From an optimization exercise on the open Yosys and OpenROAD flow, aimed at small area, a short achievable clock period and few clock cycles per item; shortcuts taken in it are not production practice.
Function was checked by simulation only, so behaviour that the tests miss may differ from the original.
Power figures rest on the tool's default switching activity, not on a simulated workload.

==> flow/design.v, too long to show whole: its modules and the start of the top module <==
// module gc_trigger_policy_unit: 1615 lines
module gc_trigger_policy_unit
#(
  parameter int TOTAL_WIDTH   = gtp_pkg::TOTAL_WIDTH_DEF,
  parameter int COUNTER_WIDTH = gtp_pkg::COUNTER_WIDTH_DEF,
  parameter int PEAK_CAP      = gtp_pkg::PEAK_CAP_DEF
) (
  input  logic                  clk,
  input  logic                  rst_n,
  input  logic                  cfg_we,
  input  logic [gtp_pkg::SPP_W-1:0]      cfg_wdata,
  input  logic                  in_valid,
  output logic                  in_ready,
  input  logic [gtp_pkg::CMD_W-1:0]      in_cmd,
  input  logic [gtp_pkg::TOTAL_IN_W-1:0] in_allocated_total,
  input  logic [gtp_pkg::SLOT_W-1:0]     in_swept_slots,
  input  logic [gtp_pkg::PAGE_W-1:0]     in_empty_pages,
  input  logic [gtp_pkg::SLOT_W-1:0]     in_final_slots,
  input  logic [gtp_pkg::OBJ_W-1:0]      in_old_objects,
  input  logic [gtp_pkg::OBJ_W-1:0]      in_old_limit,
  input  logic [gtp_pkg::OBJ_W-1:0]      in_shady_objects,
  input  logic [gtp_pkg::OBJ_W-1:0]      in_shady_limit,
  input  logic                  in_became_major,
  output logic                  out_valid,
  input  logic                  out_ready,
  output logic [gtp_pkg::ACT_W-1:0]      out_action,
  output logic                  out_enabled,
  output logic [gtp_pkg::CNT_OUT_W-1:0]  out_major_tally,
  output logic [gtp_pkg::CNT_OUT_W-1:0]  out_minor_tally,
  output logic [gtp_pkg::CNT_OUT_W-1:0]  out_sweep_tally,
  output logic [gtp_pkg::CNT_OUT_W-1:0]  out_total_count
);
  // ...
==> flow/flow/run.sh <==
#!/bin/bash
# The standard layout (the standard flow's synthesis, clock and constraints), with two
# changes to how it is built: the port buffers are the small, fast buf_1
# (every port still gets one), and timing repair aims 6.5 ns below the clock
# period instead of at it.
set -euo pipefail
bash standard.sh SETUP_SLACK_MARGIN=6.5 "BUFFER_PORTS_ARGS=-buffer_cell sky130_fd_sc_hd__buf_1" finish > standard.log 2>&1
==> flow/standard.sh <==
#!/bin/bash
# synth_recipe.tcl (not shown) runs the flow's synth.tcl, then flattens the netlist and writes it again
# the make line also repeats each setting of config.mk as NAME=value (left out here)
make -C /OpenROAD-flow-scripts/flow DESIGN_CONFIG=/design/flow/config.mk WORK_HOME=/design/flow/orfs CLKGATE_MAP_FILE= SYNTH_SCRIPT=/design/flow/synth_recipe.tcl "${@:-finish}"
==> flow/config.mk <==
export PLATFORM = sky130hd
export DESIGN_NAME = gc_trigger_policy_unit
export DESIGN_NICKNAME = gc_trigger_policy_unit
export VERILOG_FILES = /design/flow/design.v
export SDC_FILE = /design/flow/constraint.sdc
export NUM_CORES = 4
export LEC_CHECK = 0
export CAP_MARGIN = 20
export CORE_MARGIN = 2
export CORE_UTILIZATION = 40
export CTS_BUF_LIST = sky130_fd_sc_hd__clkbuf_16
export CTS_CLUSTER_DIAMETER = 80
export CTS_CLUSTER_SIZE = 30
export SLEW_MARGIN = 20
==> flow/constraint.sdc <==
create_clock -name core_clock -period 10.0 [get_ports {clk}]
set_input_delay 2.0000 -clock core_clock [delete_from_list [all_inputs] [get_ports {clk}]]
set_output_delay 2.0000 -clock core_clock [all_outputs]
set_load 0.01 [all_outputs]
==> flow_metrics.py, run 1 <==
metrics = {
    "synth": {
        "synth_top_family_by_area": "adder cells",
        "synth.area.top_cells": "dfxtp_1 (28%), fa_1 (18%), ha_1 (8.1%)",
        "synth_edf_count": 159,
        "synth_cells": 6559,
    },
    "grt": {
        "use_met2": 0.3361,
        "grt_max_degree": 188,
    },
    "critical_path": {
        "startpoint": "mean_r[3]$_SDFFE_PP0P_",
        "crit_arrival_ns": 4.19,
        "end_kind": "flip-flop",
        "r2r_end": "mean_r[43]$_SDFFE_PP0P_",
        "start_kind": "flip-flop",
        "max_stage_delay_ns": 0.48,
        "path_buf_inv": 1,
        "path_max_fanout": 4,
    },
    "status": {
        "run_status": "no timing/DRC/antenna violations",
    },
    "finish": {
        "fin_util": 0.4527,
        "n_clock_buffer": 82,
        "largest_cell_class": "multi-input combinational cells",
        "n_antenna_cell": 6,
        "inverters": 1036,
    },
    "clocking": {
        "clkTransAtPathRegs_ns": 0.09,
        "clock-sinks": 1061,
    },
    "detailed_routing": {
        "post-route-drc-count": 0,
        "ant_nets": 0,
        "drtIter0Drc": 3225,
    },
    "timing": {
        "fin_crit_ns": 3.546,
        "fmaxAchievable_ghz": 0.2820,
        "timing.final.crit_share": 0.3546,
        "setup_violations": 0,
        "tightest_slew_ns": 1.151,
    },
    "die": {
        "fp-row-count": 147,
        "tap-cell-count": 2086,
        "fp.dieH_um": 404.8,
    },
    "power_and_ir_drop": {
        "switching_share": 0.3936,
        "power.share.clock": 0.236,
        "internal_power_mw": 9.361,
        "power_frac_comb": 0.404,
    },
    "place": {
        "pre_cts_ws_ns": 5.508,
        "hpwl_mm": 129.4,
    },
}
Testbench counts, summed over its fixed seeds: cycles 9,648, items 9,600.
==> inputs of run 2 (changes only) <==
--- a/flow/design.v
+++ b/flow/design.v
@@ -84,41 +84,39 @@
   logic        rst_q;           
   logic        i_v;
   logic [2:0]  i_cmd;
   logic [47:0] i_total;
   logic [31:0] i_swept, i_fin;
   logic [19:0] i_pages;
   logic [31:0] i_oobj, i_olim, i_sobj, i_slim;
   logic        i_became;
-  logic        w1_we, w2_we;
-  logic [15:0] w1_wd, w2_wd;
+  logic        w1_we;
+  logic [15:0] w1_wd;
   always_ff @(posedge clk) begin
     rst_q    <= ~rst_n;
     i_v      <= rst_n & acc;
     i_cmd    <= in_cmd;
     i_total  <= in_allocated_total;
     i_swept  <= in_swept_slots;
     i_fin    <= in_final_slots;
     i_pages  <= in_empty_pages;
     i_oobj   <= in_old_objects;
     i_olim   <= in_old_limit;
     i_sobj   <= in_shady_objects;
     i_slim   <= in_shady_limit;
     i_became <= in_became_major;
     w1_we    <= cfg_we & rst_n;
     w1_wd    <= cfg_wdata;
-    w2_we    <= w1_we;
-    w2_wd    <= w1_wd;
   end
   logic [7:0]  a_bo, a_bt, a_bn;
   logic        a_b8;
   logic [7:0]  w_bo, w_bt, w_bn;
   logic [17:0] w_y;
-  assign w_y = {1'b0, w2_wd, 1'b0};      
+  assign w_y = {1'b0, w1_wd, 1'b0};      
   always_comb begin
     for (int k = 0; k < 8; k++) begin
       w_bn[k] = w_y[2*k+2] & ~(w_y[2*k+1] & w_y[2*k]);
       w_bo[k] = w_y[2*k+1] ^ w_y[2*k];
       w_bt[k] = (w_y[2*k+2] & ~w_y[2*k+1] & ~w_y[2*k]) | (~w_y[2*k+2] & w_y[2*k+1] & w_y[2*k]);
     end
   end
   localparam logic [24:0] BOOTH_RST = 25'h00a1e00;
@@ -134,17 +132,17 @@
   always_ff @(posedge clk) begin
     if (rst_q) begin
       {a_b8, a_bn, a_bt, a_bo} <= BOOTH_RST;
       armed_r   <= 1'b0;
       pending_r <= 1'b0;
       prev_r    <= '0;
       start_r   <= '0;
     end else begin
-      if (w2_we) {a_b8, a_bn, a_bt, a_bo} <= {w2_wd[15], w_bn, w_bt, w_bo};
+      if (w1_we) {a_b8, a_bn, a_bt, a_bo} <= {w1_wd[15], w_bn, w_bt, w_bo};
       if (a_r) armed_r <= 1'b1;
       if (armed_r && a_m) pending_r <= 1'b1;
       if (armed_r && a_w) pending_r <= 1'b0;
       if (armed_r && a_s) start_r <= i_total;
       if (a_r) prev_r <= i_total;
     end
   end
   logic [47:0] a_d;
==> run 2 against run 1 <==
Net effect:
- final cell count down 0.30%
- still clean on timing, DRC and antenna
- largest cell class unchanged
- global-route usage up 0.32 points
- largest power group unchanged
- sequential cell count down 17
- count of clock-buffer cells in the layout down 5
==> flow_metrics.py, run 2 <==
metrics = {
    "die": {
        "dieArea_um2": 163000,
        "coreArea_um2": 158600,
        "fp.dieH_um": 403.8,
        "fp-row-count": 146,
        "dieWidth_um": 403.8,
        "top_level_ports": 418,
        "start_util": 0.4032,
    },
    "synth": {
        "synth_seq_area_share": 0.3518,
        "synth_seq_cells": 1044,
        "synth.area.top_cells": "dfxtp_1 (28%), fa_1 (18%), ha_1 (8.1%)",
        "synthesis.area_um2": 63930,
        "synth_commonest_cells": "inv_1 (1033), dfxtp_1 (885), fa_1 (583)",
        "avgSynthCellArea_um2": 9.731,
        "yosys_warnings": 1,
        "synth.most_common_cell": "inv_1",
        "synth_cells": 6570,
        "synth_top_area_frac": 0.2771,
        "ys.flop_type": "dfxtp_1",
        "synthArstFlopShare": 0,
        "synth_edf_count": 159,
        "yosys.area.top_type": "dfxtp_1",
        "syn-num-nets": 7852,
        "synth_cell_types": 89,
    },
    "status": {
        "run_status": "no timing/DRC/antenna violations",
    },
    "timing": {
        "setup_slack_ns": 6.509,
        "rsz0062_at_grt": "true",
        "setup_tns_ns": 0,
        "tightest_slew_ns": 1.044,
        "hold_violations": 0,
        "setup_violations": 0,
        "drv_slew": 0,
        "fin_skew_ns": 0.04590,
        "fmaxAchievable_ghz": 0.2865,
        "fin_crit_ns": 3.491,
        "timing.final.crit_share": 0.3491,
        "relSlewSlack": 0.2861,
    },
    "place": {
        "placement.cell_area_um2": 67480,
        "portBuffers": 417,
        "hpwl_mm": 132.6,
        "dp.cells": 8830,
        "gp_congestion": 0.9415,
        "pre_cts_ws_ns": 5.716,
    },
    "grt": {
        "grt_max_degree": 90,
        "grt_pass1_vias": 46980,
        "met1_usage": 0.2740,
        "overflow": 0,
        "use_met2": 0.3406,
        "grt_pass1_wl_mm": 264.9,
        "grt_use_total": 0.2060,
        "top_usage_layer": "met2",
        "grt.met3_usage": 0.03770,
        "antenna_found_initial": 4,
    },
    "finish": {
        "most-common-layout-cells": "inv_1 (1029), dfxtp_1 (801), fa_1 (578)",
        "drive_gt1_frac": 0.07439,
        "layout_commonest_cell": "inv_1",
        "final_cells": 9025,
        "final_nets": 8174,
        "syn_to_final_growth_pct": 12.28,
        "fin_area_um2": 71780,
        "fin_util": 0.4527,
    },
    "detailed_routing": {
        "drtIter0Drc": 3281,
        "ant_nets": 0,
        "post-route-drc-count": 0,
        "vias_per_cell": 5.156,
        "vias": 46530,
        "routedWlPerCell_um": 18.88,
        "drt-pass1-iter-count": 5,
        "routed_wl_mm": 170.4,
    },
    "critical_path": {
        "start_kind": "flip-flop",
        "crit_arrival_ns": 4.09,
        "cp.required_ns": 10.60,
        "end_kind": "flip-flop",
        "crit_type": "flip-flop to flip-flop",
        "path_max_fanout": 17,
    },
    "clocking": {
        "h-tree-depth": 3,
        "numCtsBuffers": 73,
        "clock-sinks": 1044,
        "clk_latency_ns": 0.73,
        "clock_path_buffers": 3,
        "cts.hold.buffers_added": 0,
        "clkTransAtPathRegs_ns": 0.10,
        "cts_tree": "done",
        "cts_root_buf": "clkbuf_16",
    },
    "run": {
        "drv_cap": 0,
    },
    "power_and_ir_drop": {
        "vdd.ir_drop.worst_v": 0.0001762,
        "power_density_nw_per_um2": 206.3,
        "power.leakage_nw": 30.71,
    },
    "hold_path": {
        "hold_path.class": "flip-flop to flip-flop",
    },
}
[run 2: cell count changes after synthesis, sizes merged, moves of 12 or more]
cell / delta
nor4: +12
nor2: -28
xnor2: -20
dfxtp: -17
nand4: +20
a21oi: -23
a21o: +34
nand2: +31
nand3: -12
nand2b: -15
o21ai: +13
[run 2: final timing paths]
path | from | end | slack, ns | depth (start not counted)
min reg2reg | b_o$_DFF_P_ | c_o$_DFF_P_ | 0.32 | 0
max | i_pages[15]$_DFF_P_ | b_row1[24]$_DFF_P_ | 6.51 | 8
min | b_o$_DFF_P_ | c_o$_DFF_P_ | 0.32 | 0
max reg2reg | i_pages[15]$_DFF_P_ | b_row1[24]$_DFF_P_ | 6.51 | 8
[run 2: metal layers]
| metal | wire length, µm | vias to the layer above |
|---|---|---|
| met5 | 0 | - |
| met3 | 10890 | 266 |
| li1 | - | 22350 |
| met4 | 5399 | 0 |
| met1 | 75150 | 22490 |
| met2 | 78960 | 1428 |
[run 2: layout make-up]
type / count / area, µm²
clock inverter: 56 / 773.2
sequential: 1044 / 22620
multi-input combinational: 4232 / 37640
clock buffer: 77 / 1927
antenna: 3 / 7.507
timing repair buffer: 505 / 2298
fill: 15060 / 86780
tap: 2072 / 2592
inverter: 1036 / 3911
[run 2: logic make-up after synthesis]
logic type,Yosys count,share of synthesized area
adder cells (fa/ha/maj),1010,0.2656
flip-flops,1044,0.3518
AND/OR/NAND/NOR,1470,0.1078
AO/OA/AOI/OAI,1260,0.1295
multiplexers,32,0.005950
XOR/XNOR,459,0.06288
buffers and inverters,1295,0.07645
[run 2: power by group]
group | leakage, nW | internal (mW) | switching [mW]
clock | 1.31 | 1.61 | 1.79
combinational | 20.3 | 2.52 | 3.44
sequential | 9.13 | 4.91 | 0.545
[run 2: through the flow]
| step | hold slack [ns] | total power, mW |
|---|---|---|
| after floorplan | 0.3096 | 9.550 |
| final | 0.3178 | 14.81 |
| after CTS | 0.3305 | 14.72 |
| after detailed placement | 0.3121 | 11.14 |
| after global routing | 0.3319 | 15.95 |
| after global placement | 0.3124 | 11.00 |
[run 2: timing repair]
item,in CTS,in global routing
resized for setup,144,163
endpoints found under the setup margin,186,109
cloned,1,1
pin swaps,28,70
buffers inserted,19,38
[run 2: worst max-delay path, stage by stage (launching register included)]
cell     delay (ns)
dfxtp_2        0.67
a22oi_1        0.19
xnor2_1        0.34
fa_1           0.52
fa_1           0.55
inv_1          0.05
fa_1           0.50
inv_1          0.06
fa_1           0.47
Testbench counts of run 2, summed over its fixed seeds: cycles 9,648, items 9,600.

-- what the ideal ports hide --
No port has a modelled driver above. Below, the same layouts with a new extraction and two added sets of constraints. Step 1 (the two cells are an assumption about what drives the block):
set clk [get_ports {clk}]
set_driving_cell -lib_cell sky130_fd_sc_hd__clkbuf_16 $clk
set_driving_cell -lib_cell sky130_fd_sc_hd__buf_2 [delete_from_list [all_inputs] $clk]
Step 2 times the ports against the registers' clock, not the clock port: input delays grow and output delays shrink by t, the midpoint of the rising clock arrivals with the driver on. Slacks: ideal ports / drivers / drivers and shift; pairs: ideal ports / drivers.
run	shift t [ns]	slack for setup (ns)	cell pins on the clock port's net
run 1	0.793	6.454 / 6.454 / 5.960	1
run 2	0.786	6.509 / 6.449 / 6.031	1
After both steps every run listed still meets setup and hold. The setup slack of run 1, which loses most, moves by 0.000 ns with the drivers and by -0.494 ns with both steps.
